Context: an optimization exercise on an open-source flow, tuned for small area, a short achievable clock period and few clock cycles per item. The choices shown serve that exercise and are no tape-out recipe. In this exercise RTL edits were held to simulation tests only and were not proved equivalent to the original. Power is estimated from default activity; no workload was simulated.

==> flow/design.v <==
`timescale 1ns/1ps
module dcache_ctrl #(
  parameter int INDEX_BITS = 4
) (
  input  logic         clk_i,
  input  logic         rst_i,
  input  logic         cpu_req_i,
  input  logic         cpu_we_i,
  input  logic [31:0]  cpu_addr_i,
  input  logic [31:0]  cpu_data_i,
  output logic [31:0]  cpu_data_o,
  output logic         cpu_stall_o,
  output logic         mem_enable_o,
  output logic         mem_write_o,
  output logic [31:0]  mem_addr_o,
  output logic [255:0] mem_data_o,
  input  logic [255:0] mem_data_i,
  input  logic         mem_ack_i
);
  localparam int LINES = 2 ** INDEX_BITS;
  localparam int TAG_W = 27 - INDEX_BITS;
  typedef enum logic [1:0] {IDLE, WRITEBACK, ALLOCATE} state_t;
  state_t state_q, state_d;
  logic [LINES-1:0] valid_q, dirty_q;
  logic [TAG_W-1:0] tag_q  [LINES];
  logic [255:0]     data_q [LINES];
  logic [INDEX_BITS-1:0] idx;
  logic [TAG_W-1:0]      req_tag;
  logic [2:0]            word;
  logic                  hit;
  logic                  idle_hit;
  logic                  refill_done;
  logic [1:0]            unused_byte_offset;
  assign unused_byte_offset = cpu_addr_i[1:0];
  assign word    = cpu_addr_i[4:2];
  assign idx     = cpu_addr_i[4+INDEX_BITS:5];
  assign req_tag = cpu_addr_i[31:5+INDEX_BITS];
  assign hit         = cpu_req_i & valid_q[idx] & (tag_q[idx] == req_tag);
  assign idle_hit    = (state_q == IDLE) & hit;
  assign refill_done = (state_q == ALLOCATE) & mem_ack_i;
  assign cpu_stall_o = cpu_req_i & ~idle_hit;
  always_ff @(posedge clk_i or posedge rst_i) begin
    if (rst_i) state_q <= IDLE;
    else       state_q <= state_d;
  end
  always_comb begin
    state_d      = state_q;
    mem_enable_o = 1'b0;
    mem_write_o  = 1'b0;
    mem_addr_o   = '0;
    mem_data_o   = '0;
    cpu_data_o   = '0;
    unique case (state_q)
      IDLE: begin
        if (hit && !cpu_we_i) cpu_data_o = data_q[idx][{word, 5'b0} +: 32];
        if (cpu_req_i && !hit)
          state_d = (valid_q[idx] && dirty_q[idx]) ? WRITEBACK : ALLOCATE;
      end
      WRITEBACK: begin
        mem_enable_o = 1'b1;
        mem_write_o  = 1'b1;
        mem_addr_o   = {tag_q[idx], idx, 5'b0};
        mem_data_o   = data_q[idx];
        if (mem_ack_i) state_d = ALLOCATE;
      end
      ALLOCATE: begin
        mem_enable_o = 1'b1;
        mem_addr_o   = {req_tag, idx, 5'b0};
        if (mem_ack_i) state_d = IDLE;
      end
      default: state_d = IDLE;
    endcase
  end
  always_ff @(posedge clk_i or posedge rst_i) begin
    if (rst_i) begin
      valid_q <= '0;
      dirty_q <= '0;
    end else if (refill_done) begin
      valid_q[idx] <= 1'b1;
      dirty_q[idx] <= 1'b0;
    end else if (idle_hit && cpu_we_i) begin
      dirty_q[idx] <= 1'b1;
    end
  end
  always_ff @(posedge clk_i) begin
    if (refill_done) begin
      data_q[idx] <= mem_data_i;
      tag_q[idx]  <= req_tag;
    end else if (idle_hit && cpu_we_i) begin
      data_q[idx][{word, 5'b0} +: 32] <= cpu_data_i;
    end
  end
endmodule
==> flow/run.sh <==
#!/bin/bash
# synth_recipe.tcl (not shown) runs the flow's synth.tcl, then flattens the netlist and writes it again
# the make line also repeats each setting of config.mk as NAME=value (left out here)
make -C /OpenROAD-flow-scripts/flow DESIGN_CONFIG=/design/flow/config.mk WORK_HOME=/design/flow/orfs CLKGATE_MAP_FILE= SYNTH_SCRIPT=/design/flow/synth_recipe.tcl finish
==> flow/config.mk <==
export PLATFORM = sky130hd
export DESIGN_NAME = dcache_ctrl
export DESIGN_NICKNAME = dcache_ctrl
export VERILOG_FILES = /design/flow/design.v
export SDC_FILE = /design/flow/constraint.sdc
export NUM_CORES = 4
export LEC_CHECK = 0
export CAP_MARGIN = 20
export CORE_MARGIN = 2
export CORE_UTILIZATION = 45
export PLACE_DENSITY = 0.6
export SLEW_MARGIN = 20
==> flow/constraint.sdc <==
create_clock -name core_clock -period 10.0 [get_ports {clk_i}]
set_input_delay 2.0000 -clock core_clock [delete_from_list [all_inputs] [get_ports {clk_i}]]
set_output_delay 2.0000 -clock core_clock [all_outputs]
set_load 0.01 [all_outputs]
==> impl_metrics.tcl, run 1 <==
set metrics [dict create \
    max-vdd-ir-drop_v 0.0001812 \
    hold_viol 0 \
    regArea_mm2 0.1349 \
    wl_per_cell_um 38.27 \
    worstPathRequired_ns 8.00 \
    place_congestion 0.9117 \
    p_leak_nw 64.53 \
    cpPeakStageDelay_ns 0.74 \
    grtUsageMet1_pct 36.44 \
    die_h_um 633.3 \
    synthCells 7662 \
    top_usage_layer "met2" \
    multi_input_area_mm2 0.04285 \
    grt_max_degree 134 \
    seqPwrFrac_pct 51.9 \
    crit_chain "buf_16 -> buf_12 -> mux4_2 -> xnor2_1 -> a21oi_1 -> a2111oi_0 -> o211a_1 -> and2_1 -> nand4_1 -> buf_4 -> nor3_1 -> clkdlybuf4s50_1" \
    ys_seq_area_share_pct 75.70 \
    max_freq_mhz 106.2 \
    skew_ns 0.03659 \
    placed_area_mm2 0.1935 \
    nFillCells 30159 \
    yosys_warnings 1 \
    synth-async-reset-ratio_pct 0.7559 \
    synth_area_per_cell_um2 23.26 \
    ant_nets 0 \
    ioPinCount 648 \
    synthFlopType "edfxtp_1" \
    cts_sinks 4498 \
    start_util_pct 45.10 \
    crit_fanout 114 \
    startpoint_type "input pin" \
    worst_setup_path_end_kind "primary output" \
    grt_pass1_wl_mm 741.8 \
    grt_antenna_before_repair 106 \
    p_int_w 0.03147 \
    h-tree-depth 5 \
    cts_buffer_depth 4 \
    drtIter0Drc 12613 \
    synth_edf_count 4464 \
    setup_viol 0 \
    critPathSlowestCell "a2111oi_0" \
    drive_gt1_share_pct 31.38 \
    synth.distinct_cells 61 \
    final_area_mm2 0.2081 \
    power.share.switching_pct 23.00 \
    ys_ff_latch 4498 \
    chipWidth_um 633.3 \
    syn_area_mm2 0.1782 \
    via_count 89951 \
    grt_util_all_layers_pct 27.21 \
    finalNetCount 8941 \
    clock_latency_ns 1.01 \
    synthToLayoutAreaGrowth_pct 16.75 \
    first_pass_iters 6 \
    status "timing/DRC/antenna clean" \
    grt_use_met3_pct 4.803 \
    dieArea_mm2 0.4011 \
    overflow 0 \
    holdWs_ns 0.4702 \
    power_density_mw_per_mm2 196.4 \
    first_global_vias 87451 \
    layout_min_cycle_time_ns 9.414 \
    cts_made_buffers 450 \
    io_buffers 640 \
    cp_top_family "buffers and inverters" \
    use_met2_pct 42.59 \
    drc 0 \
    slew_headroom_pct 17.35 \
    cts_setup_buffers 0 \
    core_area_mm2 0.3951 \
    clk_pin_slew_ns 0.06 \
    crit_arrival_ns 7.41 \
    ctsRootBufferMaster "clkbuf_16" \
    tightest_slew_ns 1.240 \
    grt_setup_unrepaired "false" \
    critPathKind "in -> out" \
    routed_via_density 6.256 \
    pwr-share-comb_pct 8.2 \
    cap_violations 0 \
    path_buf_inv 4 \
    rows 231 \
    cts_tree "built" \
    tns_ns 0 \
    cts_resized 0 \
    clock_power_share_pct 40.0 \
    power.switching_w 0.009397 \
    cts_hold_buffers 0 \
    hpwl_mm 349.8 \
    drv_slew 0 \
    hold_path_class "reg -> reg" \
    timing.final.crit_share_pct 94.14 \
    drt_wl_total_mm 550.2 \
]
state kept, by name, indices dropped and copies added, names as in the netlist, named ones only:
name / flops
valid_q: 16
data_q: 4096
state_q: 2
tag_q: 368
final cells by class:
type,count,share of cell area [%]
sequential,4498,64.84
multi-input combinational,2686,20.60
clock buffer,558,5.647
timing repair buffer,955,4.429
tap,5242,3.152
clock inverter,259,1.107
antenna,163,0.1960
inverter,17,0.03428
kinds of logic after synthesis:
group | synth area share (%)
AO/OA/AOI/OAI | 1.085
XOR/XNOR | 0.1180
adder cells (fa/ha/maj) | 0.05617
buffers and inverters | 1.148
flip-flops | 75.70
multiplexers | 20.22
other | 0.002104
AND/OR/NAND/NOR | 1.670
cell usage in the layout, fill, tap and decap left out, drive strengths merged, types with 33 or more instances in the layout:
cell           synthesis  layout
inv                   16      33
mux4                1408    1408
edfxtp              4464    4464
diode                  0     163
a21oi                147     147
nand2                 71      71
clkbuf               285     558
mux2i                116     116
clkdlybuf4s50          0     600
mux2                 281     281
nor3                  56      56
a22oi                 35      35
dfrtp                 34      34
clkinv                 1     198
and2                 267     267
bufinv                 0      34
nor2                  55      55
buf                  180     355
cell usage after synthesis (3+ instances only):
library cell | number | area share (%)
or2_2 | 5 | 0.018
mux4_2 | 1408 | 18
clkbuf_1 | 285 | 0.60
buf_2 | 120 | 0.34
dfrtp_1 | 34 | 0.48
o211ai_1 | 3 | 0.013
ha_1 | 8 | 0.056
a31o_2 | 6 | 0.029
nand4_1 | 19 | 0.067
or3_1 | 3 | 0.011
a41oi_1 | 16 | 0.079
a211oi_1 | 4 | 0.017
buf_1 | 39 | 0.082
xnor2_1 | 13 | 0.064
mux2i_1 | 116 | 0.65
o22ai_1 | 17 | 0.060
a21boi_0 | 9 | 0.038
xor2_1 | 11 | 0.054
nand3_1 | 21 | 0.059
edfxtp_1 | 4464 | 75
nand2_1 | 71 | 0.15
nor4_1 | 6 | 0.021
a22oi_1 | 35 | 0.15
o21ai_0 | 21 | 0.059
nor2b_1 | 20 | 0.070
a2bb2oi_1 | 4 | 0.020
inv_1 | 16 | 0.034
a2111oi_0 | 3 | 0.015
a32oi_1 | 7 | 0.034
a21o_1 | 8 | 0.034
buf_4 | 19 | 0.080
nor3_1 | 56 | 0.16
a31oi_1 | 9 | 0.032
nor2_1 | 55 | 0.12
nand2b_1 | 6 | 0.021
a21oi_1 | 147 | 0.41
and2_1 | 267 | 0.94
mux2_2 | 281 | 1.8
worst paths after layout:
path	startpoint	to	slack [ns]	cells after the start
worst max-delay path	cpu_addr_i[5]	cpu_data_o[25]	0.59	12
worst max register to register	tag_q[7][19]	data_q[10][163]	4.67	11
worst min-delay path	valid_q[5]	valid_q[5]	0.47	1
max in group asynchronous	rst_i	async pin	7.96	3
min in group asynchronous	rst_i	valid_q[8]	1.67	3
worst min register to register	valid_q[5]	valid_q[5]	0.47	1
power groups by stage:
stage	Sequential [W]	Combinational [W]	Clock, W
2_1_floorplan	0.0216	0.00164	0
3_3_place_gp	0.0216	0.00327	0
3_5_place_dp	0.0216	0.00332	0
4_1_cts	0.0212	0.00333	0.0165
5_1_grt	0.0212	0.00343	0.0172
6_report	0.0212	0.00334	0.0163
through the flow:
| step | util, % | std cells | total power, W | worst slack, ns |
|---|---|---|---|---|
| after global routing | 52.59 | 14269 | 0.04188 | 0.3397 |
| after floorplan | - | 7666 | 0.02321 | 2.534 |
| after detailed placement | 48.98 | 13395 | 0.02492 | 0.6479 |
| final | 52.66 | 14378 | 0.04086 | 0.5862 |
| after global placement | 48.91 | 13384 | 0.02484 | 0.7991 |
| after CTS | 52.54 | 14212 | 0.04104 | 0.6458 |
routing by layer:
metal,wire length [µm],vias to the layer above
li1,-,34996
met3,51220,901
met2,264400,5141
met5,84,-
met4,32250,14
met1,202300,48899
Testbench counts, summed over its fixed seeds: cycles 118,337, accesses 48,000.
==> run 2, diff against run 1 <==
==> flow/design.v (replaced) <==
`timescale 1ns/1ps
module dcache_ctrl #(
  parameter int INDEX_BITS = 4
) (
  input  logic         clk_i,
  input  logic         rst_i,
  input  logic         cpu_req_i,
  input  logic         cpu_we_i,
  input  logic [31:0]  cpu_addr_i,
  input  logic [31:0]  cpu_data_i,
  output logic [31:0]  cpu_data_o,
  output logic         cpu_stall_o,
  output logic         mem_enable_o,
  output logic         mem_write_o,
  output logic [31:0]  mem_addr_o,
  output logic [255:0] mem_data_o,
  input  logic [255:0] mem_data_i,
  input  logic         mem_ack_i
);
  localparam int LINES = 2 ** INDEX_BITS;
  localparam int TAG_W = 27 - INDEX_BITS;
  logic [LINES-1:0] valid_q, dirty_q;
  logic [TAG_W-1:0] tag_q  [LINES];
  logic [255:0]     data_q [LINES];
  logic [INDEX_BITS-1:0] idx;
  logic [TAG_W-1:0]      req_tag;
  logic [2:0]            word;
  logic [1:0]            unused_byte_offset;
  assign unused_byte_offset = cpu_addr_i[1:0];
  assign word    = cpu_addr_i[4:2];
  assign idx     = cpu_addr_i[4+INDEX_BITS:5];
  assign req_tag = cpu_addr_i[31:5+INDEX_BITS];
  logic [LINES-1:0] sel;
  logic [TAG_W-1:0] line_tag;
  logic             hit, victim_dirty, refill;
  always_comb
    for (int l = 0; l < LINES; l++) sel[l] = (idx == l);
  assign line_tag     = tag_q[idx];
  assign hit          = cpu_req_i & valid_q[idx] & (line_tag == req_tag);
  assign victim_dirty = dirty_q[idx];
  assign refill       = mem_ack_i & ~victim_dirty;
  assign cpu_stall_o  = cpu_req_i & ~hit & ~refill;
  assign mem_enable_o = cpu_req_i & ~hit;
  assign mem_write_o  = victim_dirty;
  assign mem_addr_o   = {victim_dirty ? line_tag : req_tag, idx, 5'b0};
  logic [255:0] rd1 [8];
  logic [255:0] rd2 [4];
  logic [255:0] rd3 [2];
  always_comb begin
    for (int i = 0; i < 8; i++) rd1[i] = idx[0] ? data_q[2*i+1] : data_q[2*i];
    for (int i = 0; i < 4; i++) rd2[i] = idx[1] ? rd1[2*i+1] : rd1[2*i];
    for (int i = 0; i < 2; i++) rd3[i] = idx[2] ? rd2[2*i+1] : rd2[2*i];
  end
  assign mem_data_o   = idx[3] ? rd3[1] : rd3[0];
  assign cpu_data_o   = mem_ack_i ? mem_data_i[{word, 5'b0} +: 32] : mem_data_o[{word, 5'b0} +: 32];
  always_ff @(posedge clk_i or posedge rst_i) begin
    if (rst_i) begin
      valid_q <= '0;
      dirty_q <= '0;
    end else begin
      for (int l = 0; l < LINES; l++) begin
        if (sel[l] & mem_ack_i) begin
          valid_q[l] <= 1'b1;
          dirty_q[l] <= ~dirty_q[l] & cpu_we_i;
        end else if (sel[l] & hit & cpu_we_i) begin
          dirty_q[l] <= 1'b1;
        end
      end
    end
  end
  logic [255:0] wdata;
  logic [7:0]   wsel;
  always_comb begin
    for (int w = 0; w < 8; w++) begin
      wsel[w] = cpu_we_i & (word == w);
      wdata[w*32 +: 32] = wsel[w] ? cpu_data_i : mem_data_i[w*32 +: 32];
    end
  end
  always_ff @(posedge clk_i) begin
    for (int l = 0; l < LINES; l++) begin
      if (sel[l] & refill) tag_q[l] <= req_tag;
      for (int w = 0; w < 8; w++)
        if (sel[l] & (refill | (hit & wsel[w])))
          data_q[l][w*32 +: 32] <= wdata[w*32 +: 32];
    end
  end
endmodule
--- a/flow/config.mk
+++ b/flow/config.mk
@@ -10,3 +10,7 @@
 export CORE_UTILIZATION = 45
+export CTS_CLUSTER_DIAMETER = 100
+export CTS_CLUSTER_SIZE = 30
 export PLACE_DENSITY = 0.6
+export SETUP_SLACK_MARGIN = 4
 export SLEW_MARGIN = 20
+export TNS_END_PERCENT = 0
==> run 2 against run 1 <==
Against the previous run: largest power group unchanged; register-to-register slack improved by 0.19 ns; clock power is 44% lower; critical path type unchanged; fmax grew 29%; utilization down 0.85 points; power is 17% lower; area after synthesis up 0.13%; count of clock-buffer cells in the layout decreased by 363; largest cell class unchanged; clock skew is 0.050 ns higher; non-clock buffer count is 331 higher; sequential power about the same; combinational power grew 16%; synthesized cell count grew 2.2%.
==> impl_metrics.tcl, run 2 <==
set metrics [dict create \
    status "timing/DRC/antenna clean" \
    first_global_vias 89749 \
    drc 0 \
    cpPeakStageDelay_ns 0.54 \
    dieArea_mm2 0.4016 \
    synth_edf_count 4464 \
    largest_register_ffs 4096 \
    reg_top3 "data_q: 4096 flops, tag_q: 368 flops" \
    finalNetCount 9147 \
    grt_pass1_wl_mm 804.4 \
    grt_setup_unrepaired "true" \
    layout_commonest_cell "edfxtp_1" \
    cts_made_buffers 175 \
    worstPathRequired_ns 8.00 \
    clk_pin_slew_ns 0.12 \
    ys_top_cells_by_area "edfxtp_1, mux4_2, mux2_2, nand2_1, nor2_1" \
    cts_tree "built" \
    grt_max_degree 80 \
    cap_violations 0 \
    hold_path_class "reg -> reg" \
    synth_common_cells "edfxtp_1, mux4_2, nand2_1, nor2_1, clkbuf_1" \
    final_cell_mix "edfxtp_1, mux4_2, clkdlybuf4s50_1, buf_4, nand2_1" \
    synth_area_per_cell_um2 22.80 \
    via_count 93484 \
    hpwl_mm 363.4 \
    max-vdd-ir-drop_v 0.0001547 \
    worst_setup_path_end_kind "primary output" \
    rows 231 \
    drv_slew 0 \
    place_congestion 0.8398 \
    skew_ns 0.08674 \
    drive_gt1_share_pct 31.09 \
    drt_wl_total_mm 610.9 \
    cts_sinks 4496 \
    top_register "data_q" \
    synth.top_cell.area_share_pct 75.12 \
    crit_fanout 11 \
    h-tree-depth 4 \
    cts_hold_buffers 0 \
    tightest_slew_ns 1.262 \
    first_pass_iters 8 \
    wl_per_cell_um 43.13 \
    final_area_mm2 0.2048 \
    ant_nets 0 \
    synth_most_common_cell "edfxtp_1" \
    grt_util_all_layers_pct 30.09 \
    start_util_pct 45.13 \
    routed_via_density 6.600 \
    synth.distinct_cells 93 \
    synthCells 7827 \
    startpoint_type "input pin" \
    placed_area_mm2 0.1940 \
    layout_min_cycle_time_ns 7.299 \
    yosys_warnings 6 \
    die_h_um 633.7 \
    ys_seq_area_share_pct 75.57 \
    ys_ff_latch 4496 \
    clock_latency_ns 0.98 \
    critPathKind "in -> out" \
    power_density_mw_per_mm2 166.2 \
    grt_antenna_before_repair 68 \
    p_leak_nw 63.48 \
    yosys.area.top_type "edfxtp_1" \
    syn_area_mm2 0.1784 \
    critPathSlowestCell "mux4_2" \
    chipWidth_um 633.7 \
    crit_top_cell "mux4_2" \
    core_area_mm2 0.3954 \
    timing.final.crit_share_pct 72.99 \
    synthToLayoutAreaGrowth_pct 14.79 \
    setup_viol 0 \
    drtIter0Drc 15939 \
    crit_chain "buf_16 -> buf_12 -> bufbuf_16 -> mux4_2 -> mux4_2 -> mux4_2 -> mux2i_2 -> buf_4 -> a21oi_2 -> clkdlybuf4s15_2" \
    hold_viol 0 \
    max_freq_mhz 137.0 \
    crit_arrival_ns 5.30 \
    io_buffers 640 \
    tns_ns 0 \
    ioPinCount 648 \
    synthFlopType "edfxtp_1" \
    regToRegSetupSlack_ns 4.86 \
    synth-async-reset-ratio_pct 0.7117 \
    overflow 0 \
    slew_headroom_pct 15.59 \
    ctsRootBufferMaster "clkbuf_16" \
    cts_buffer_depth 4 \
]
-- run 2: cell count changes after synthesis, sizes merged, moves of 39 or more --
cell	change
nor3	-47
and2	-250
mux2	-96
buf	+87
nand2	+286
mux2i	-63
clkbuf	-80
nand3b	+39
nor2	+174
a21oi	-87
-- run 2: power breakdown --
part / total, W / internal [W] / switching, W / leakage [nW]
registers: 0.0211 / 0.0210 / 0.0000537 / 40.7
clock network: 0.00907 / 0.00334 / 0.00573 / 2.34
logic: 0.00388 / 0.00155 / 0.00233 / 20.4
total: 0.0340 / 0.0259 / 0.00811 / 63.5
-- run 2: cell families (layout without fill, tap and decap cells) --
family	Yosys count	count (layout)	share of synthesized area, %
flip-flops	4496	4496	75.57
AO/OA/AOI/OAI	349	349	1.519
XOR/XNOR	6	6	0.02945
AND/OR/NAND/NOR	812	812	2.148
multiplexers	1664	1664	19.46
other	1	66	0.002102
buffers and inverters	499	1530	1.269
-- run 2: final timing paths --
check | startpoint | end | cells past startpoint
worst max-delay path | cpu_addr_i[5] | cpu_data_o[6] | 10
min in group asynchronous | rst_i | dirty_q[3] | 3
worst min-delay path | valid_q[3] | valid_q[3] | 1
worst max register to register | tag_q[5][17] | data_q[7][120] | 14
max in group asynchronous | rst_i | dirty_q[4] | 3
worst min register to register | valid_q[3] | valid_q[3] | 1
-- run 2: worst max-delay path: cells and delay by family --
family                 cells  cell delay, ns
AOI/OAI and AO/OA          1            0.20
muxes                      4            1.71
buffers and inverters      5            1.27
-- run 2: per-layer routing --
metal | vias to the layer above | global-route usage [%] | routed length, µm
li1 | 35215 | - | -
met1 | 51210 | 39.62 | 217500
met2 | 6109 | 47.52 | 288400
met3 | 912 | 6.440 | 67200
met4 | 38 | 15.56 | 37540
met5 | - | 0 | 255
-- run 2: cell type report --
cell class / count / area (µm²)
Clock inverter: 22 / 274.0
Clock buffer: 195 / 4539
Sequential cell: 4496 / 134800
Fill cell: 30536 / 190600
Inverter: 27 / 108.9
Timing Repair Buffer: 1286 / 15440
Tap cell: 5242 / 6559
Antenna cell: 61 / 152.6
Multi-Input combinational cell: 2836 / 42910
-- run 2: repair_timing --
item,4_1_cts,5_1_grt
setup endpoints to repair,4402,2336
gates cloned,85,4
buffers inserted,181,17
gates resized for setup,354,45
pin swaps,24,9
-- run 2: stage by stage --
step	power (W)	std cells	hold WS (ns)	worst slack [ns]	util [%]
3_3_place_gp	0.02490	13595	0.4324	1.409	49.05
2_1_floorplan	0.02315	7831	0.4226	2.911	-
5_1_grt	0.03471	14121	0.4862	2.773	51.78
6_report	0.03403	14165	0.4741	2.701	51.81
3_5_place_dp	0.02497	13597	0.4437	1.334	49.06
4_1_cts	0.03401	14080	0.4701	2.776	51.64
Testbench counts of run 2, summed over its fixed seeds: cycles 81,298, accesses 48,000.
==> run 3, diff against run 2 <==
--- a/flow/config.mk
+++ b/flow/config.mk
@@ -9,6 +9,6 @@
 export CORE_MARGIN = 2
-export CORE_UTILIZATION = 45
+export CORE_UTILIZATION = 60
 export CTS_CLUSTER_DIAMETER = 100
 export CTS_CLUSTER_SIZE = 30
-export PLACE_DENSITY = 0.6
+export PLACE_DENSITY = 0.72
 export SETUP_SLACK_MARGIN = 4
==> run 3 against run 2 <==
Against the previous run: still clean on timing, DRC and antenna; clock power shrank 3.9%; utilization grew 16 points; via count shrank 0.42%; critical path type unchanged; largest cell class unchanged; highest routed layer unchanged.
==> impl_metrics.tcl, run 3 <==
set metrics [dict create \
    status "timing/DRC/antenna clean" \
    synth.distinct_cells 93 \
    grtUsageMet1_pct 48.39 \
    layout_commonest_cell "edfxtp_1" \
    drv_slew 0 \
    placed_area_mm2 0.1920 \
    critPathKind "in -> out" \
    hold_viol 0 \
    cp_top_family "multiplexers" \
    dieArea_mm2 0.3018 \
    cts_tree "built" \
    grt_max_degree 66 \
    h-tree-depth 4 \
    grt_util_all_layers_pct 37.12 \
    ys_seq_area_share_pct 75.57 \
    cts_made_buffers 173 \
    cts_hold_buffers 0 \
    worst_setup_path_end_kind "primary output" \
    cap_violations 0 \
    p_leak_nw 62.52 \
    io_buffers 640 \
    hold_path_class "reg -> reg" \
    ys_top_cells_by_area "edfxtp_1, mux4_2, mux2_2, nand2_1, nor2_1" \
    hpwl_mm 342.4 \
    reg2reg_from "tag_q[9][13]" \
    ioPinCount 648 \
    place_congestion 0.8756 \
    start_util_pct 60.23 \
    syn_area_mm2 0.1784 \
    synth_common_cells "edfxtp_1, mux4_2, nand2_1, nor2_1, clkbuf_1" \
    grt_antenna_before_repair 69 \
    use_met2_pct 56.01 \
    first_global_vias 89714 \
    max-vdd-ir-drop_v 0.0001983 \
    grt_use_met3_pct 10.56 \
    rr_worst_depth 11 \
    top_register "data_q" \
    drive_gt1_share_pct 30.20 \
    ys_ff_latch 4496 \
    via_count 93088 \
    synth-async-reset-ratio_pct 0.7117 \
    power_density_mw_per_mm2 166.8 \
    grt_pass1_wl_mm 750.7 \
    yosys_warnings 6 \
    min_path_cells 1 \
    overflow 0 \
    cts_buffer_depth 4 \
    slew_headroom_pct 16.58 \
    clk_pin_slew_ns 0.10 \
    synthToLayoutAreaGrowth_pct 12.65 \
    tns_ns 0 \
    layout_min_cycle_time_ns 7.392 \
    cts_sinks 4496 \
    drt_wl_total_mm 557.3 \
    startpoint_type "input pin" \
    largest_register_ffs 4096 \
    max_freq_mhz 135.3 \
    top_usage_layer "met2" \
    die_h_um 549.3 \
    hp-start "valid_q[1]" \
    skew_ns 0.04074 \
    synth_area_per_cell_um2 22.80 \
    regToRegSetupSlack_ns 4.65 \
    ant_nets 0 \
    crit_chain "buf_16 -> buf_16 -> buf_12 -> buf_16 -> buf_6 -> mux4_2 -> mux4_2 -> mux4_2 -> mux2i_4 -> a21oi_2 -> buf_2" \
    timing.final.crit_share_pct 73.92 \
    crit_arrival_ns 5.39 \
    yosys.area.top_type "edfxtp_1" \
    cpPeakStageDelay_ns 0.65 \
    worstPathRequired_ns 8.00 \
    synth_edf_count 4464 \
    finalNetCount 9071 \
    ctsRootBufferMaster "clkbuf_16" \
    core_area_mm2 0.2963 \
    crit_fanout 7 \
    hold_end "valid_q[1]" \
    synthFlopType "edfxtp_1" \
    rows 200 \
    path_buf_inv 6 \
    wl_per_cell_um 43.65 \
    synthCells 7827 \
    first_pass_iters 6 \
    setup_viol 0 \
    critPathSlowestCell "mux2i_4" \
    routed_via_density 7.291 \
    r2r_end "data_q[2][216]" \
    reg_top3 "data_q: 4096 flops, tag_q: 368 flops" \
    tightest_slew_ns 1.247 \
    chipWidth_um 549.3 \
    drc 0 \
    clock_latency_ns 0.95 \
    final_cell_mix "edfxtp_1, mux4_2, clkdlybuf4s50_1, buf_4, nand2_1" \
    drtIter0Drc 17509 \
    synth_most_common_cell "edfxtp_1" \
    final_area_mm2 0.2010 \
    synth.top_cell.area_share_pct 75.12 \
    grt_setup_unrepaired "true" \
]
[run 3: timing repair]
item	in CTS	in global routing
pin swaps	12	3
setup buffers	138	6
endpoints found under the setup margin	4410	3504
gates resized for setup	332	7
gates cloned	56	0
[run 3: power breakdown]
part	switching, W	internal [W]	total (W)	leakage (nW)
registers	0.0000566	0.0210	0.0211	40.7
clock network	0.00546	0.00326	0.00872	2.27
logic	0.00225	0.00147	0.00372	19.5
total	0.00776	0.0258	0.0335	62.5
[run 3: cells by family after synthesis]
logic type      synth area share, %
mux                           19.46
flops                         75.57
xor+xnor                    0.02945
simple gates                  2.148
other cells                0.002102
buf+inv                       1.269
compound gates                1.519
[run 3: layout make-up]
| cell class | count | area [µm²] |
|---|---|---|
| inverter | 27 | 106.4 |
| tap | 3939 | 4928 |
| clock buffer | 185 | 4481 |
| clock inverter | 13 | 130.1 |
| multi-input combinational | 2836 | 42760 |
| antenna | 60 | 150.1 |
| sequential | 4496 | 134800 |
| fill | 18100 | 95270 |
| timing repair buffer | 1212 | 13610 |
[run 3: routing by layer]
layer  part of all wire (%)  up-vias
met3                     14     1192
met5                  0.046        -
met1                     32    49441
li1                       -    35004
met2                     46     7411
met4                    7.6       40
[run 3: worst max-delay path by stage]
| stage | from | end | slack, ns | depth (start not counted) |
|---|---|---|---|---|
| 6_report | cpu_addr_i[5] | cpu_data_o[26] | 2.61 | 11 |
| 4_1_cts | cpu_addr_i[5] | cpu_data_o[26] | 2.72 | 11 |
| 2_1_floorplan | cpu_addr_i[6] | cpu_stall_o | 2.91 | 15 |
| 3_3_place_gp | cpu_addr_i[5] | cpu_data_o[22] | 1.35 | 10 |
| 3_5_place_dp | cpu_addr_i[5] | cpu_data_o[15] | 1.36 | 10 |
| 5_1_grt | cpu_addr_i[5] | cpu_data_o[19] | 2.63 | 13 |
[run 3: through the flow]
stage / std cells / power [W] / hold slack [ns] / utilization, % / setup WS (ns)
6_report: 12768 / 0.03353 / 0.4621 / 67.85 / 2.608
5_1_grt: 12736 / 0.03414 / 0.4810 / 67.82 / 2.635
4_1_cts: 12695 / 0.03342 / 0.4668 / 67.71 / 2.715
3_5_place_dp: 12303 / 0.02488 / 0.4404 / 64.80 / 1.356
3_3_place_gp: 12295 / 0.02481 / 0.4340 / 64.75 / 1.349
2_1_floorplan: 7831 / 0.02315 / 0.4226 / - / 2.911
==> run 4, diff against run 3 <==
==> flow/flow/run.sh (new file) <==
#!/bin/bash
# The standard ORFS layout (the standard.sh, with its standard synthesis), except that the
# input and output ports are buffered with buf_2 instead of the default delay-buffer cell.
# Every ORFS step writes its full log under orfs/logs/; make's own output goes to make_finish.log.
set -euo pipefail
export BUFFER_PORTS_ARGS="-buffer_cell sky130_fd_sc_hd__buf_2"
bash standard.sh finish > make_finish.log 2>&1
==> flow/standard.sh (new file) <==
#!/bin/bash
# synth_recipe.tcl (not shown) runs the flow's synth.tcl, then flattens the netlist and writes it again
# the make line also repeats each setting of config.mk as NAME=value (left out here)
make -C /OpenROAD-flow-scripts/flow DESIGN_CONFIG=/design/flow/config.mk WORK_HOME=/design/flow/orfs CLKGATE_MAP_FILE= SYNTH_SCRIPT=/design/flow/synth_recipe.tcl "${@:-finish}"
--- a/flow/config.mk
+++ b/flow/config.mk
@@ -9,6 +9,6 @@
 export CORE_MARGIN = 2
-export CORE_UTILIZATION = 60
-export CTS_CLUSTER_DIAMETER = 100
-export CTS_CLUSTER_SIZE = 30
-export PLACE_DENSITY = 0.72
+export CORE_UTILIZATION = 45
+export CTS_CLUSTER_DIAMETER = 80
+export CTS_CLUSTER_SIZE = 24
+export PLACE_DENSITY = 0.6
 export SETUP_SLACK_MARGIN = 4
removed: flow/run.sh
==> run 4 against run 3 <==
Against the previous run: still clean on timing, DRC and antenna; area after synthesis unchanged; combinational power down 5.4%; register-to-register slack improved by 0.12 ns; hold slack barely moved; wire length up 8.8%; setup slack better by 0.069 ns; largest cell class unchanged.
==> impl_metrics.tcl, run 4 <==
set metrics [dict create \
    drt_wl_total_mm 606.3 \
    synth.distinct_cells 93 \
    hold_viol 0 \
    rows 231 \
    hpwl_mm 364.5 \
    synth_common_cells "edfxtp_1, mux4_2, nand2_1, nor2_1, clkbuf_1" \
    synth_top_family_by_area "multiplexers" \
    cts_sinks 4496 \
    overflow 0 \
    cts_made_buffers 219 \
    fin_util_pct 50.73 \
    worstPathRequired_ns 8.00 \
    largest_register_ffs 4096 \
    ys_ff_latch 4496 \
    drc 0 \
    yosys_warnings 6 \
    place_congestion 0.8375 \
    power_density_mw_per_mm2 172.9 \
    yosys.area.top_type "edfxtp_1" \
    drive_gt1_share_pct 36.78 \
    layout_commonest_cell "edfxtp_1" \
    synth_area_per_cell_um2 22.80 \
    core_area_mm2 0.3954 \
    synth.top_cell.area_share_pct 75.12 \
    synth-xor-area-share_pct 0.02945 \
    synth-async-reset-ratio_pct 0.7117 \
    grt_max_degree 74 \
    worst_setup_path_end_kind "primary output" \
    hold_path_class "reg -> reg" \
    tns_ns 0 \
    power.share.switching_pct 23.97 \
    synth_most_common_cell "edfxtp_1" \
    max-vdd-ir-drop_v 0.0001453 \
    grt_antenna_before_repair 83 \
    chipWidth_um 633.7 \
    pwr-share-comb_pct 10.1 \
    cts_buffer_depth 4 \
    synth-compound-area-share_pct 1.519 \
    place_inst 13564 \
    max_freq_mhz 136.6 \
    power.switching_w 0.008312 \
    clk_pin_slew_ns 0.10 \
    dieArea_mm2 0.4016 \
    final_cell_mix "edfxtp_1, mux4_2, buf_2, nand2_1, buf_4" \
    tightest_slew_ns 1.167 \
    synthFlopType "edfxtp_1" \
    skew_ns 0.1078 \
    clock_latency_ns 1.04 \
    wl_per_cell_um 43.00 \
    ys_top_cells_by_area "edfxtp_1, mux4_2, mux2_2, nand2_1, nor2_1" \
    crit_fanout 8 \
    drv_slew 0 \
    ctsRootBufferMaster "clkbuf_16" \
    grt_pass1_wl_mm 799.1 \
    status "timing/DRC/antenna clean" \
    cts_tree "built" \
    synth_edf_count 4464 \
    reg_top3 "data_q: 4096 flops, tag_q: 368 flops" \
    die_h_um 633.7 \
    layout_min_cycle_time_ns 7.323 \
    timing.final.crit_share_pct 73.23 \
    synthToLayoutAreaGrowth_pct 12.41 \
    routed_via_density 6.566 \
    drtIter0Drc 14884 \
    ant_nets 0 \
    holdWs_ns 0.4616 \
    synth-adder-area-share_pct 0 \
    h-tree-depth 4 \
    grt_setup_unrepaired "true" \
    setup_viol 0 \
    critPathKind "in -> out" \
    top_register "data_q" \
    start_util_pct 45.13 \
    ys_seq_area_share_pct 75.57 \
    via_count 92571 \
    synth-simple-area-share_pct 2.148 \
    io_buffers 640 \
    p_int_w 0.02636 \
    instances_no_fill 14099 \
    syn_area_mm2 0.1784 \
    seqPwrFrac_pct 60.8 \
    first_global_vias 88565 \
    synth.area.mux_share_pct 19.46 \
    crit_arrival_ns 5.32 \
    grt_util_all_layers_pct 29.81 \
    finalNetCount 9014 \
    clock_power_share_pct 29.1 \
    p_leak_nw 62.76 \
    slew_headroom_pct 22.00 \
    cap_violations 0 \
    ioPinCount 648 \
    synthCells 7827 \
    first_pass_iters 6 \
    startpoint_type "input pin" \
]
## run 4: per-stage QoR
step	power (W)	setup WS [ns]	area [µm²]
detailed placement	0.02474	1.255	190500
finish	0.03467	2.677	200600
global route	0.03543	2.682	200500
floorplan	0.02315	2.911	178800
CTS	0.03469	2.742	199700
global placement	0.02467	1.223	190400
## run 4: cells by family (layout without fill, tap and decap cells)
| kind of cell | count (synthesis) | count (layout) |
|---|---|---|
| flops | 4496 | 4496 |
| mux | 1664 | 1664 |
| simple gates | 812 | 812 |
| buf+inv | 499 | 1426 |
| compound gates | 349 | 349 |
| xor+xnor | 6 | 6 |
| other cells | 1 | 104 |
## run 4: worst max-delay path: stages
cell and delay (ns):
buf_16 0.19, buf_16 0.20, buf_16 0.18, mux4_2 0.53, mux4_2 0.55, mux4_2 0.73
mux4_2 0.67, buf_2 0.19
## run 4: what timing repair did
item,in CTS,in global routing
gates resized for setup,177,37
setup buffers,50,29
cloned,57,6
pin swaps,7,4
endpoints found under the setup margin,4410,2498
hold buffers,0,0
## run 4: cell type report
cell class | count | area [µm²]
Sequential cell | 4496 | 134800
Timing Repair Buffer | 1109 | 10030
Inverter | 27 | 108.9
Tap cell | 5242 | 6559
Clock inverter | 44 | 467.9
Clock buffer | 246 | 5645
Antenna cell | 99 | 247.7
Fill cell | 31072 | 194800
Multi-Input combinational cell | 2836 | 42690
## run 4: layer usage
layer / GRT usage [%] / wire length (µm) / part of all wire (%)
met4: 14.91 / 35080 / 5.8
met2: 47.34 / 289200 / 48
met5: 0 / 294 / 0.048
met3: 6.469 / 61640 / 10
met1: 39.19 / 220000 / 36
## run 4: path summary, 6_finish.rpt
path / startpoint / end / slack [ns] / depth (start not counted)
worst max-delay path: cpu_addr_i[5] / cpu_data_o[9] / 2.68 / 8
worst min-delay path: valid_q[11] / valid_q[11] / 0.46 / 1
worst max register to register: tag_q[9][1] / data_q[15][233] / 4.77 / 12
worst min register to register: valid_q[11] / valid_q[11] / 0.46 / 1
max in group asynchronous: rst_i / dirty_q[10] / 8.56 / 3
min in group asynchronous: rst_i / dirty_q[13] / 1.10 / 3
## run 4: power groups by stage
stage | clock network [W] | logic (W) | registers [W]
after floorplan | 0 | 0.00166 | 0.0215
after global placement | 0 | 0.00318 | 0.0215
after detailed placement | 0 | 0.00323 | 0.0215
after CTS | 0.0102 | 0.00345 | 0.0211
after global routing | 0.0107 | 0.00359 | 0.0211
final | 0.0101 | 0.00352 | 0.0211
==> run 5, diff against run 4 <==
--- a/flow/config.mk
+++ b/flow/config.mk
@@ -10,4 +10,5 @@
 export CORE_UTILIZATION = 45
-export CTS_CLUSTER_DIAMETER = 80
-export CTS_CLUSTER_SIZE = 24
+export CTS_CLUSTER_DIAMETER = 90
+export CTS_CLUSTER_SIZE = 27
+export GPL_ROUTABILITY_DRIVEN = 0
 export PLACE_DENSITY = 0.6
==> run 5 against run 4 <==
Against the previous run: power decreased by 1.6%; via count is 0.37% lower; area after synthesis stayed put; combinational power about the same; global-route usage about the same; first-iteration DRC count up 1.8%; still clean; die area did not move; clock power shrank 6%; sequential share of layout area increased by 0.24 points.
==> impl_metrics.tcl, run 5 <==
set metrics [dict create \
    synthCells 7827 \
    cts_sinks 4496 \
    synth.distinct_cells 93 \
    skew_ns 0.05778 \
    crit_arrival_ns 5.29 \
    synthFlopType "edfxtp_1" \
    cts_made_buffers 195 \
    setup_viol 0 \
    drc 0 \
    ys_ff_latch 4496 \
    routed_via_density 6.575 \
    max-vdd-ir-drop_v 0.0001410 \
    cts_tree "built" \
    grt_max_degree 74 \
    chipWidth_um 633.7 \
    hp-start "valid_q[10]" \
    overflow 0 \
    yosys_warnings 6 \
    cap_violations 0 \
    max_freq_mhz 137.1 \
    rows 231 \
    synth_most_common_cell "edfxtp_1" \
    tightest_slew_ns 1.146 \
    first_global_vias 88562 \
    path_buf_inv 4 \
    largest_register_ffs 4096 \
    critPathKind "in -> out" \
    cp_top_family "multiplexers" \
    ys_seq_area_share_pct 75.57 \
    grt_util_all_layers_pct 29.80 \
    clk_pin_slew_ns 0.09 \
    yosys.area.top_type "edfxtp_1" \
    crit_fanout 8 \
    placed_area_mm2 0.1905 \
    cpPeakStageDelay_ns 0.73 \
    io_buffers 640 \
    ioPinCount 648 \
    ant_nets 0 \
    reg_top3 "data_q: 4096 flops, tag_q: 368 flops" \
    drive_gt1_share_pct 36.60 \
    synth.top_cell.area_share_pct 75.12 \
    nFillCells 31111 \
    start_util_pct 45.13 \
    finalNetCount 8981 \
    hold_path_class "reg -> reg" \
    cts_hold_buffers 0 \
    drt_wl_total_mm 603.5 \
    tns_ns 0 \
    synth_edf_count 4464 \
    grt_antenna_before_repair 81 \
    top_register "data_q" \
    startpoint_type "input pin" \
    ctsRootBufferMaster "clkbuf_16" \
    final_area_mm2 0.1999 \
    critPathLaunch "cpu_addr_i[5]" \
    h-tree-depth 4 \
    ys_top_cells_by_area "edfxtp_1, mux4_2, mux2_2, nand2_1, nor2_1" \
    reg2reg_from "tag_q[11][13]" \
    dieArea_mm2 0.4016 \
    layout_commonest_cell "edfxtp_1" \
    worstPathRequired_ns 8.00 \
    drv_slew 0 \
    synth_area_per_cell_um2 22.80 \
    final_cell_mix "edfxtp_1, mux4_2, buf_2, nand2_1, buf_4" \
    crit_top_cell "mux4_2" \
    slew_headroom_pct 23.57 \
    critPathSlowestCell "mux4_2" \
    power_density_mw_per_mm2 170.7 \
    core_area_mm2 0.3954 \
    hpwl_mm 364.5 \
    die_h_um 633.7 \
    wl_per_cell_um 43.03 \
    synthToLayoutAreaGrowth_pct 12.02 \
    status "timing/DRC/antenna clean" \
    cts_buffer_depth 4 \
    grt_pass1_wl_mm 798.2 \
    grt_setup_unrepaired "true" \
    clock_latency_ns 1.00 \
    syn_area_mm2 0.1784 \
    timing.final.crit_share_pct 72.93 \
    worst_setup_path_end_kind "primary output" \
    synth_common_cells "edfxtp_1, mux4_2, nand2_1, nor2_1, clkbuf_1" \
    synth-async-reset-ratio_pct 0.7117 \
    crit_chain "buf_16 -> buf_16 -> buf_16 -> mux4_2 -> mux4_2 -> mux4_2 -> mux4_2 -> buf_6" \
    p_leak_nw 62.43 \
    layout_min_cycle_time_ns 7.293 \
    first_pass_iters 6 \
    hold_viol 0 \
    via_count 92228 \
    drtIter0Drc 15154 \
]
-- run 5: cell counts after synthesis --
No cell type changed its count.
-- run 5: worst paths after layout --
kind | cells past startpoint | slack [ns] | end
max in group asynchronous | 3 | 8.47 | valid_q[8]
min in group asynchronous | 3 | 1.19 | dirty_q[15]
setup reg to reg | 11 | 4.82 | data_q[12][241]
hold reg to reg | 1 | 0.46 | valid_q[10]
hold / removal | 1 | 0.46 | valid_q[10]
setup / recovery | 8 | 2.71 | cpu_data_o[9]
-- run 5: where the power goes --
group	total (W)	internal, W	switching (W)
sequential	0.0211	0.0210	0.0000525
clock	0.00951	0.00368	0.00583
combinational	0.00352	0.00125	0.00227
-- run 5: worst reg2reg max path: stages (launching register included) --
cell and delay, ns:
edfxtp_1 0.37, mux4_2 0.48, a2111o_1 0.55, a211o_1 0.30, a2111o_1 0.41, nor4_4 0.28, buf_4 0.18, buf_4 0.36
a31oi_4 0.44, buf_16 0.29, nor2_4 0.81, buf_12 0.36
-- run 5: layout make-up --
| type | instances | area (µm²) | area share [%] |
|---|---|---|---|
| Antenna cell | 85 | 212.7 | 0.1064 |
| Clock buffer | 213 | 5000 | 2.501 |
| Clock inverter | 28 | 391.6 | 0.1959 |
| Inverter | 27 | 108.9 | 0.05446 |
| Multi-Input combinational cell | 2836 | 42740 | 21.38 |
| Sequential cell | 4496 | 134800 | 67.46 |
| Tap cell | 5242 | 6559 | 3.281 |
| Timing Repair Buffer | 1100 | 10030 | 5.018 |
-- run 5: stage by stage --
step / power (W) / util [%] / hold WS [ns] / instances / worst slack (ns)
3_3_place_gp: 0.02467 / 48.16 / 0.4330 / 13560 / 1.223
6_report: 0.03412 / 50.56 / 0.4620 / 14027 / 2.707
4_1_cts: 0.03417 / 50.41 / 0.4641 / 13925 / 2.766
2_1_floorplan: 0.02315 / - / 0.4226 / 7831 / 2.911
5_1_grt: 0.03484 / 50.53 / 0.4804 / 13984 / 2.706
3_5_place_dp: 0.02474 / 48.18 / 0.4401 / 13564 / 1.255
-- run 5: routing by layer --
metal  vias up  wire, µm  global-route usage (%)
met4        44     36180                   15.22
met5         -       329                       0
met3       978     63330                   6.068
met2      5841    288900                   47.60
met1     50480    214800                   39.07
li1      34885         -                       -
-- run 5: logic make-up (layout without fill, tap and decap cells) --
family | Yosys count | count (layout) | share of synthesized area [%]
XOR/XNOR | 6 | 6 | 0.02945
buffers and inverters | 499 | 1368 | 1.269
other | 1 | 90 | 0.002102
AND/OR/NAND/NOR | 812 | 812 | 2.148
multiplexers | 1664 | 1664 | 19.46
AO/OA/AOI/OAI | 349 | 349 | 1.519
flip-flops | 4496 | 4496 | 75.57
-- run 5: what timing repair did --
item / in CTS / in global routing
setup buffers: 59 / 11
resized for setup: 203 / 26
gates cloned: 61 / 1
pin swaps: 8 / 4
setup endpoints to repair: 4410 / 2804
==> run 6, diff against run 5 <==
==> flow/flow/run.sh (replaced) <==
#!/bin/bash
# The standard ORFS layout (the standard.sh, with its standard synthesis), except that:
#  - the input and output ports are buffered with buf_2 instead of the default delay-buffer cell;
#  - the resizer may size a cell to any drive strength, not only to cells of the same width
#    (MATCH_CELL_FOOTPRINT=0).
# Every ORFS step writes its full log under orfs/logs/; make's own output goes to make_finish.log.
set -euo pipefail
export BUFFER_PORTS_ARGS="-buffer_cell sky130_fd_sc_hd__buf_2"
bash standard.sh MATCH_CELL_FOOTPRINT=0 finish > make_finish.log 2>&1
--- a/flow/config.mk
+++ b/flow/config.mk
@@ -10,5 +10,4 @@
 export CORE_UTILIZATION = 45
-export CTS_CLUSTER_DIAMETER = 90
-export CTS_CLUSTER_SIZE = 27
-export GPL_ROUTABILITY_DRIVEN = 0
+export CTS_CLUSTER_DIAMETER = 80
+export CTS_CLUSTER_SIZE = 24
 export PLACE_DENSITY = 0.6
==> run 6 against run 5 <==
Against the previous run: synthesized cell count unchanged; register-to-register slack improved by 0.06 ns; clock skew is 0.012 ns higher; final cell count is 0.19% higher.
==> impl_metrics.tcl, run 6 <==
set metrics [dict create \
    max_freq_mhz 135.0 \
    fin_util_pct 50.50 \
    crit_arrival_ns 5.41 \
    status "timing/DRC/antenna clean" \
    cts_tree "built" \
    instances_no_fill 14053 \
    syn_area_mm2 0.1784 \
    hold_path_class "reg -> reg" \
    cts_made_buffers 218 \
    start_util_pct 45.13 \
    place_congestion 0.8546 \
    ys_seq_area_share_pct 75.57 \
    overflow 0 \
    chipWidth_um 633.7 \
    synth_most_common_cell "edfxtp_1" \
    setup_viol 0 \
    routed_via_density 6.515 \
    ys_ff_latch 4496 \
    cap_violations 0 \
    regToRegSetupSlack_ns 4.88 \
    finalNetCount 8964 \
    crit_fanout 23 \
    h-tree-depth 4 \
    grt_util_all_layers_pct 29.29 \
    critPathKind "in -> out" \
    synth.top_cell.area_share_pct 75.12 \
    grt_antenna_before_repair 92 \
    synth.distinct_cells 93 \
    synth-async-reset-ratio_pct 0.7117 \
    layout_commonest_cell "edfxtp_1" \
    p_leak_nw 62.17 \
    synth_common_cells "edfxtp_1, mux4_2, nand2_1, nor2_1, clkbuf_1" \
    tightest_slew_ns 1.157 \
    grt_setup_unrepaired "true" \
    startpoint_type "input pin" \
    grt_pass1_wl_mm 785.3 \
    synthCells 7827 \
    first_global_vias 88297 \
    reg2reg_from "tag_q[1][12]" \
    ant_nets 0 \
    slew_headroom_pct 22.88 \
    tns_ns 0 \
    dieArea_mm2 0.4016 \
    cts_buffer_depth 4 \
    synthToLayoutAreaGrowth_pct 11.90 \
    timing.final.crit_share_pct 74.09 \
    yosys_warnings 6 \
    layout_min_cycle_time_ns 7.409 \
    cts_hold_buffers 0 \
    power_density_mw_per_mm2 173.2 \
    first_pass_iters 10 \
    wl_per_cell_um 42.37 \
    max-vdd-ir-drop_v 0.0001524 \
    ys_top_cells_by_area "edfxtp_1, mux4_2, mux2_2, nand2_1, nor2_1" \
    clock_latency_ns 0.99 \
    r2r_end "data_q[5][139]" \
    rr_worst_depth 13 \
    hold_viol 0 \
    reg_top3 "data_q: 4096 flops, tag_q: 368 flops" \
    yosys.area.top_type "edfxtp_1" \
    synthFlopType "edfxtp_1" \
    min_path_cells 1 \
    hold_end "valid_q[11]" \
    place_inst 13564 \
    io_buffers 640 \
    rows 231 \
    hpwl_mm 365.2 \
    final_cell_mix "edfxtp_1, mux4_2, buf_2, nand2_1, clkbuf_16" \
    die_h_um 633.7 \
    drtIter0Drc 14209 \
    clk_pin_slew_ns 0.10 \
    drv_slew 0 \
    ioPinCount 648 \
    worstPathRequired_ns 8.00 \
    synth_edf_count 4464 \
    ctsRootBufferMaster "clkbuf_16" \
    grt_max_degree 95 \
    skew_ns 0.06934 \
    worst_setup_path_end_kind "primary output" \
    hp-start "valid_q[11]" \
    drc 0 \
    synth_area_per_cell_um2 22.80 \
    largest_register_ffs 4096 \
    drt_wl_total_mm 595.4 \
    drive_gt1_share_pct 36.34 \
    cts_sinks 4496 \
    via_count 91552 \
    core_area_mm2 0.3954 \
    top_register "data_q" \
]
==> run 6: cell types whose count changed in the layout (fill, tap and decap cells not counted), moves of 6 or more <==
cell       delta
clkbuf_16    +68
buf_16       -38
buf_4        -35
bufbuf_16    -33
clkbuf_1     +15
diode_2      +12
buf_12       +11
clkinv_1      +8
a21oi_1       +7
mux2i_1       -6
mux2i_2       +6
==> run 6: routing by layer <==
metal	vias up	GRT usage (%)	share of wire [%]
li1	34865	-	-
met2	5496	46.29	48
met5	-	0	0.059
met1	50236	37.39	36
met3	903	7.061	10
met4	52	16.56	6.3
==> run 6: power by group <==
| part | switching [W] | internal (W) |
|---|---|---|
| Combinational | 0.00222 | 0.00118 |
| Sequential | 0.0000526 | 0.0210 |
| Clock | 0.00593 | 0.00417 |
| Total | 0.00821 | 0.0264 |
==> run 6: kinds of logic after synthesis <==
family | synth area share, %
buf+inv | 1.269
simple gates | 2.148
compound gates | 1.519
mux | 19.46
other cells | 0.002102
flops | 75.57
xor+xnor | 0.02945
==> run 6: critical path, stage by stage <==
cell	delay (ns)
buf_16	0.22
buf_4	0.45
buf_4	0.53
mux4_2	0.48
mux4_2	0.54
mux2i_1	0.20
buf_4	0.25
a21oi_1	0.30
buf_2	0.28
==> run 6: worst max-delay path by stage <==
stage                             start        endpoint  slack, ns  depth (start not counted)
after detailed placement  cpu_addr_i[6]  cpu_data_o[19]       1.46                         10
after global routing      cpu_addr_i[5]  cpu_data_o[31]       2.63                          9
after global placement    cpu_addr_i[6]  cpu_data_o[19]       1.48                         10
after CTS                 cpu_addr_i[5]  cpu_data_o[17]       2.66                          9
after floorplan           cpu_addr_i[6]     cpu_stall_o       2.91                         15
final                     cpu_addr_i[8]   cpu_data_o[7]       2.59                          9
==> run 6: cell type report <==
| type | count | area (µm²) |
|---|---|---|
| Tap cell | 5242 | 6559 |
| Multi-Input combinational cell | 2836 | 42660 |
| Sequential cell | 4496 | 134800 |
| Clock buffer | 253 | 5670 |
| Timing Repair Buffer | 1060 | 9066 |
| Antenna cell | 97 | 242.7 |
| Inverter | 27 | 108.9 |
| Clock inverter | 42 | 514.2 |
| Fill cell | 31101 | 195700 |
==> run 6: per-stage QoR <==
step | cell area (µm²) | power (W) | worst slack, ns | hold WS [ns]
detailed placement | 190800 | 0.02474 | 1.457 | 0.4431
finish | 199700 | 0.03459 | 2.591 | 0.4650
CTS | 199100 | 0.03465 | 2.658 | 0.4653
floorplan | 178800 | 0.02315 | 2.911 | 0.4226
global placement | 190700 | 0.02467 | 1.477 | 0.4332
global route | 199600 | 0.03537 | 2.632 | 0.4803
==> run 6: what timing repair did <==
item                        CTS  global route
setup endpoints to repair  4403          2980
setup buffers                39             8
gates resized for setup     142            27
cloned                       44             5
pin swaps                     9             3
==> run 7, diff against run 6 <==
--- a/flow/design.v
+++ b/flow/design.v
@@ -45,11 +45,15 @@
   assign mem_addr_o   = {victim_dirty ? line_tag : req_tag, idx, 5'b0};
-  logic [255:0] rd1 [8];
-  logic [255:0] rd2 [4];
-  logic [255:0] rd3 [2];
+  logic [127:0] la1 [8], la2 [4], la3 [2];
+  logic [127:0] hb1 [8], hb2 [4], hb3 [2];
   always_comb begin
-    for (int i = 0; i < 8; i++) rd1[i] = idx[0] ? data_q[2*i+1] : data_q[2*i];
-    for (int i = 0; i < 4; i++) rd2[i] = idx[1] ? rd1[2*i+1] : rd1[2*i];
-    for (int i = 0; i < 2; i++) rd3[i] = idx[2] ? rd2[2*i+1] : rd2[2*i];
+    for (int i = 0; i < 8; i++) la1[i] = idx[0] ? data_q[2*i+1][127:0] : data_q[2*i][127:0];
+    for (int i = 0; i < 4; i++) la2[i] = idx[1] ? la1[2*i+1] : la1[2*i];
+    for (int i = 0; i < 2; i++) la3[i] = idx[2] ? la2[2*i+1] : la2[2*i];
+    for (int i = 0; i < 8; i++) hb1[i] = idx[2] ? data_q[4*((2*i+1)%4) + (2*i+1)/4][255:128]
+                                                : data_q[4*((2*i)%4)   + (2*i)/4][255:128];
+    for (int i = 0; i < 4; i++) hb2[i] = idx[3] ? hb1[2*i+1] : hb1[2*i];
+    for (int i = 0; i < 2; i++) hb3[i] = idx[0] ? hb2[2*i+1] : hb2[2*i];
   end
-  assign mem_data_o   = idx[3] ? rd3[1] : rd3[0];
+  assign mem_data_o[127:0]   = idx[3] ? la3[1] : la3[0];
+  assign mem_data_o[255:128] = idx[1] ? hb3[1] : hb3[0];
   assign cpu_data_o   = mem_ack_i ? mem_data_i[{word, 5'b0} +: 32] : mem_data_o[{word, 5'b0} +: 32];
==> flow/flow/run.sh (replaced) <==
#!/bin/bash
# The standard ORFS layout (the standard.sh, with its standard synthesis), except that the
# input and output ports are buffered with buf_2 instead of the default delay-buffer cell.
# Every ORFS step writes its full log under orfs/logs/; make's own output goes to make_finish.log.
set -euo pipefail
export BUFFER_PORTS_ARGS="-buffer_cell sky130_fd_sc_hd__buf_2"
bash standard.sh finish > make_finish.log 2>&1
==> run 7 against run 6 <==
Against the previous run: clock skew up 0.0079 ns; power up 0.18%; count of clock-buffer cells in the layout down 19; final area up 0.41%; critical path type unchanged.
==> impl_metrics.tcl, run 7 <==
set metrics [dict create \
    start_util_pct 45.18 \
    ant_nets 0 \
    rows 231 \
    ys_top_cells_by_area "edfxtp_1, mux4_2, mux2_2, nand2_1, dfrtp_1" \
    synth_edf_count 4464 \
    grt_setup_unrepaired "true" \
    drc 0 \
    setup_viol 0 \
    cts_tree "built" \
    place_congestion 0.8577 \
    clock_latency_ns 1.02 \
    crit_end "cpu_data_o[9]" \
    layout_min_cycle_time_ns 7.304 \
    max_freq_mhz 136.9 \
    place_inst 13502 \
    critPathKind "in -> out" \
    r2r_end "data_q[11][8]" \
    die_h_um 634.0 \
    synth_area_per_cell_um2 22.95 \
    synth.distinct_cells 81 \
    ioPinCount 648 \
    tightest_slew_ns 1.171 \
    finalNetCount 8945 \
    hold_path_class "reg -> reg" \
    synth.top_cell.area_share_pct 75.05 \
    synthFlopType "edfxtp_1" \
    crit_fanout 8 \
    regArea_mm2 0.1348 \
    h-tree-depth 4 \
    yosys.area.top_type "edfxtp_1" \
    status "timing/DRC/antenna clean" \
    final_area_mm2 0.2005 \
    cts_sinks 4496 \
    instances_no_fill 14031 \
    cts_buffer_depth 4 \
    max-vdd-ir-drop_v 0.0001621 \
    grt_antenna_before_repair 132 \
    holdWs_ns 0.4669 \
    layout_commonest_cell "edfxtp_1" \
    slew_headroom_pct 21.79 \
    grt_pass1_wl_mm 786.8 \
    first_pass_iters 6 \
    grt_util_all_layers_pct 29.30 \
    hold_viol 0 \
    cts_made_buffers 216 \
    first_global_vias 88577 \
    worstPathRequired_ns 8.00 \
    multi_input_area_mm2 0.04321 \
    power_density_mw_per_mm2 172.8 \
    cts_hold_buffers 0 \
    critPathLaunch "cpu_addr_i[5]" \
    crit_arrival_ns 5.30 \
    rr_worst_depth 13 \
    hpwl_mm 348.0 \
    drv_slew 0 \
    placed_area_mm2 0.1904 \
    fin_util_pct 50.71 \
    regToRegSetupSlack_ns 4.69 \
    chipWidth_um 634.0 \
    largest_register_ffs 4096 \
    reg2reg_from "tag_q[9][5]" \
    core_area_mm2 0.3954 \
    timing.final.crit_share_pct 73.04 \
    p_leak_nw 62.18 \
    synth_most_common_cell "edfxtp_1" \
    startpoint_type "input pin" \
    dieArea_mm2 0.4020 \
    final_cell_mix "edfxtp_1, mux4_2, buf_2, nand2_1, buf_4" \
    nFillCells 30999 \
    io_buffers 640 \
    ys_seq_area_share_pct 75.49 \
    yosys_warnings 9 \
    synth_common_cells "edfxtp_1, mux4_2, nand2_1, mux2_2, clkbuf_1" \
    synth-async-reset-ratio_pct 0.7117 \
    cap_violations 0 \
    via_count 92643 \
    grt_max_degree 66 \
    synthCells 7784 \
    worst_setup_path_end_kind "primary output" \
    overflow 0 \
    skew_ns 0.07729 \
    reg_top3 "data_q: 4096 flops, tag_q: 368 flops" \
    tns_ns 0 \
    wl_per_cell_um 42.47 \
    drt_wl_total_mm 595.9 \
    routed_via_density 6.603 \
    syn_area_mm2 0.1786 \
    drive_gt1_share_pct 37.17 \
    ys_ff_latch 4496 \
    clk_pin_slew_ns 0.10 \
    top_register "data_q" \
    synthToLayoutAreaGrowth_pct 12.24 \
    drtIter0Drc 14941 \
    ctsRootBufferMaster "clkbuf_16" \
]
## run 7: worst min path at each step
| stage | startpoint | to | slack (ns) | depth (start not counted) |
|---|---|---|---|---|
| floorplan | valid_q[10] | valid_q[10] | 0.42 | 1 |
| global placement | valid_q[2] | valid_q[2] | 0.43 | 1 |
| detailed placement | valid_q[12] | valid_q[12] | 0.44 | 1 |
| CTS | valid_q[4] | valid_q[4] | 0.47 | 1 |
| global route | valid_q[10] | valid_q[10] | 0.48 | 1 |
| finish | valid_q[9] | valid_q[9] | 0.47 | 1 |
## run 7: metrics by stage
stage / total power, W / worst slack, ns
after floorplan: 0.02328 / 3.263
after global placement: 0.02477 / 1.617
after detailed placement: 0.02484 / 1.656
after CTS: 0.03470 / 2.779
after global routing: 0.03542 / 2.760
final: 0.03465 / 2.696
## run 7: cell families (layout without fill, tap and decap cells)
family / Yosys count / after routing / synth area share (%)
flip-flops: 4496 / 4496 / 75.49
multiplexers: 1690 / 1690 / 19.62
AND/OR/NAND/NOR: 613 / 613 / 1.711
buffers and inverters: 504 / 1384 / 1.279
AO/OA/AOI/OAI: 474 / 474 / 1.869
XOR/XNOR: 6 / 6 / 0.02942
other: 1 / 126 / 0.002099
## run 7: cell type report
class | instances | area share, %
Antenna cell | 121 | 0.1510
Clock buffer | 234 | 2.762
Clock inverter | 32 | 0.2103
Inverter | 26 | 0.07551
Multi-Input combinational cell | 2788 | 21.55
Sequential cell | 4496 | 67.26
Tap cell | 5242 | 3.271
Timing Repair Buffer | 1088 | 4.697
Timing Repair inverter | 4 | 0.01872
## run 7: power by group
group          leakage [nW]  switching [W]  total, W  internal (W)
sequential             40.6      0.0000724    0.0212        0.0211
clock                  2.90        0.00588   0.00993       0.00406
combinational          18.7        0.00228   0.00355       0.00128
total                  62.2        0.00823    0.0346        0.0264
## run 7: timing repair
action,4_1_cts,5_1_grt
setup buffers,55,13
cloned,71,3
pin swaps,5,1
gates resized for setup,196,22
hold endpoints to repair,0,0
setup endpoints to repair,4410,3973
## run 7: worst max-delay path: stages
cell and delay (ns):
buf_16 0.17, buf_16 0.19, buf_16 0.15, mux4_2 0.53, mux4_2 0.57, mux4_2 0.83
mux4_2 0.62, buf_6 0.15
## run 7: per-layer routing
layer  GRT usage [%]  vias to the layer above  routed length [µm]  share of wire [%]
li1                -                    34946                   -                  -
met1           38.27                    50255              208200                 35
met2           45.46                     6410              279000                 47
met3           8.365                      974               75620                 13
met4           14.16                       58               32710                5.5
met5               0                        -                 378              0.063
Testbench counts of run 7, summed over its fixed seeds: cycles 81,298, accesses 48,000.
==> run 8, diff against run 7 <==
--- a/flow/config.mk
+++ b/flow/config.mk
@@ -10,4 +10,5 @@
 export CORE_UTILIZATION = 45
-export CTS_CLUSTER_DIAMETER = 80
-export CTS_CLUSTER_SIZE = 24
+export CTS_CLUSTER_DIAMETER = 90
+export CTS_CLUSTER_SIZE = 27
+export GPL_ROUTABILITY_DRIVEN = 0
 export PLACE_DENSITY = 0.6
==> run 8 against run 7 <==
Against the previous run: still clean; fmax is 0.76% lower; final area is 0.17% lower; global-route usage is 0.13 points lower; final cell count is 0.14% higher; die area stayed put; largest power group unchanged; clock skew is 0.0038 ns lower; power is 0.90% lower; count of clock-buffer cells in the layout is 20 lower; register-to-register slack better by 0.13 ns; utilization is 0.084 points lower; largest cell class unchanged; critical path depth stayed put; via count is 0.24% higher; highest routed layer unchanged.
==> impl_metrics.tcl, run 8 <==
set metrics [dict create \
    status "timing/DRC/antenna clean" \
    routed_via_density 6.610 \
    core_area_mm2 0.3954 \
    final_cell_mix "edfxtp_1, mux4_2, buf_2, nand2_1, buf_4" \
    layout_commonest_cell "edfxtp_1" \
    setup_viol 0 \
    grt_pass1_wl_mm 784.0 \
    pwr-share-comb_pct 10.3 \
    p_leak_nw 61.93 \
    synth_common_cells "edfxtp_1, mux4_2, nand2_1, mux2_2, clkbuf_1" \
    start_util_pct 45.18 \
    grt_max_degree 75 \
    worst_setup_path_end_kind "primary output" \
    crit_chain "buf_16 -> buf_16 -> buf_16 -> mux4_2 -> mux4_2 -> mux4_2 -> mux4_2 -> buf_2" \
    power.share.switching_pct 23.78 \
    finalNetCount 8915 \
    top_register "data_q" \
    nFillCells 30991 \
    worstPathRequired_ns 8.00 \
    synth_most_common_cell "edfxtp_1" \
    power.switching_w 0.008166 \
    crit_fanout 13 \
    synth_area_per_cell_um2 22.95 \
    slew_headroom_pct 21.01 \
    largest_register_ffs 4096 \
    via_count 92864 \
    hpwl_mm 348.0 \
    dieArea_mm2 0.4020 \
    yosys.area.top_type "edfxtp_1" \
    crit_arrival_ns 5.36 \
    yosys_warnings 9 \
    cp_top_family "multiplexers" \
    synth_edf_count 4464 \
    synth.distinct_cells 81 \
    timing.final.crit_share_pct 73.60 \
    critPathSlowestCell "mux4_2" \
    synth.top_cell.area_share_pct 75.05 \
    reg_top3 "data_q: 4096 flops, tag_q: 368 flops" \
    cts_buffer_depth 4 \
    io_buffers 640 \
    power_density_mw_per_mm2 171.5 \
    cts_tree "built" \
    seqPwrFrac_pct 61.6 \
    clock_latency_ns 1.00 \
    ys_top_cells_by_area "edfxtp_1, mux4_2, mux2_2, nand2_1, dfrtp_1" \
    max_freq_mhz 135.9 \
    synthCells 7784 \
    tns_ns 0 \
    crit_top_cell "mux4_2" \
    skew_ns 0.07347 \
    synthFlopType "edfxtp_1" \
    h-tree-depth 4 \
    drv_slew 0 \
    drt_wl_total_mm 592.6 \
    tightest_slew_ns 1.182 \
    synth-async-reset-ratio_pct 0.7117 \
    layout_min_cycle_time_ns 7.360 \
    grt_antenna_before_repair 132 \
    critPathKind "in -> out" \
    ioPinCount 648 \
    overflow 0 \
    drc 0 \
    ctsRootBufferMaster "clkbuf_16" \
    startpoint_type "input pin" \
    first_global_vias 88336 \
    p_int_w 0.02617 \
    cts_hold_buffers 0 \
    synthToLayoutAreaGrowth_pct 12.05 \
    grt_setup_unrepaired "true" \
    clk_pin_slew_ns 0.10 \
    cts_made_buffers 196 \
    die_h_um 634.0 \
    chipWidth_um 634.0 \
    hold_path_class "reg -> reg" \
    path_buf_inv 4 \
    max-vdd-ir-drop_v 0.0001619 \
    syn_area_mm2 0.1786 \
    clock_power_share_pct 28.0 \
    grt_util_all_layers_pct 29.17 \
    fin_util_pct 50.62 \
    cts_sinks 4496 \
    hold_viol 0 \
    drive_gt1_share_pct 37.01 \
    cpPeakStageDelay_ns 0.80 \
    drtIter0Drc 14959 \
    first_pass_iters 8 \
    wl_per_cell_um 42.18 \
    cap_violations 0 \
    ant_nets 0 \
    rows 231 \
    ys_ff_latch 4496 \
    holdWs_ns 0.4679 \
    ys_seq_area_share_pct 75.49 \
]
run 8: cell counts after synthesis:
Identical to the previous run, type by type.
run 8: metal layers:
layer / global-route usage, % / vias up / part of all wire (%)
met1: 38.07 / 50483 / 35
met5: 0 / - / 0.046
met2: 45.24 / 6439 / 47
li1: - / 34929 / -
met4: 14.37 / 42 / 5.5
met3: 8.238 / 971 / 12
run 8: worst paths after layout:
path,startpoint,to,slack [ns],cells after the start
hold / removal,valid_q[9],valid_q[9],0.47,1
max in group asynchronous,rst_i,dirty_q[4],8.48,3
setup reg to reg,tag_q[9][5],data_q[9][1],4.82,11
hold reg to reg,valid_q[9],valid_q[9],0.47,1
setup / recovery,cpu_addr_i[5],cpu_data_o[8],2.64,8
min in group asynchronous,rst_i,dirty_q[14],1.14,3
run 8: power groups by stage:
stage	combinational, W	clock, W	sequential, W
floorplan	0.00172	0	0.0216
global placement	0.00320	0	0.0216
detailed placement	0.00324	0	0.0216
CTS	0.00349	0.00972	0.0212
global route	0.00362	0.0103	0.0212
finish	0.00354	0.00963	0.0212
run 8: timing repair:
action	in CTS	in global routing
gates cloned	69	2
gates resized for setup	191	31
pin swaps	5	8
endpoints found under the setup margin	4410	3986
buffers inserted	54	7
run 8: cells by family after synthesis:
| group | Yosys count | share of synthesized area (%) |
|---|---|---|
| compound gates | 474 | 1.869 |
| xor+xnor | 6 | 0.02942 |
| buf+inv | 504 | 1.279 |
| flops | 4496 | 75.49 |
| mux | 1690 | 19.62 |
| other cells | 1 | 0.002099 |
| simple gates | 613 | 1.711 |
run 8: cell type report:
| type | instances | area (µm²) | area share, % |
|---|---|---|---|
| flip-flops and latches | 4496 | 134800 | 67.37 |
| multi-input cells | 2788 | 43210 | 21.59 |
| repair buffers | 1079 | 9371 | 4.682 |
| well taps | 5242 | 6559 | 3.277 |
| clock buffers | 214 | 5057 | 2.527 |
| clock inverters | 37 | 525.5 | 0.2626 |
| diodes | 165 | 412.9 | 0.2063 |
| inverters | 26 | 141.4 | 0.07064 |
| repair inverters | 3 | 26.28 | 0.01313 |
run 8: per-stage QoR:
stage | setup slack, ns | cells | instance area (µm²) | power (W)
2_1_floorplan | 3.263 | 7788 | 179600 | 0.02328
5_1_grt | 2.714 | 13955 | 199900 | 0.03509
6_report | 2.640 | 14050 | 200200 | 0.03434
3_3_place_gp | 1.617 | 13502 | 190400 | 0.02477
3_5_place_dp | 1.656 | 13502 | 190400 | 0.02484
4_1_cts | 2.721 | 13876 | 199500 | 0.03437

Check on run 8: ideal ports give 2.640 ns setup slack; a clkbuf_16 on the clock port and buf_2 on the inputs give 2.334 ns; moving port delays by the midpoint clock arrival (1.075 ns) as well gives 2.192 ns.
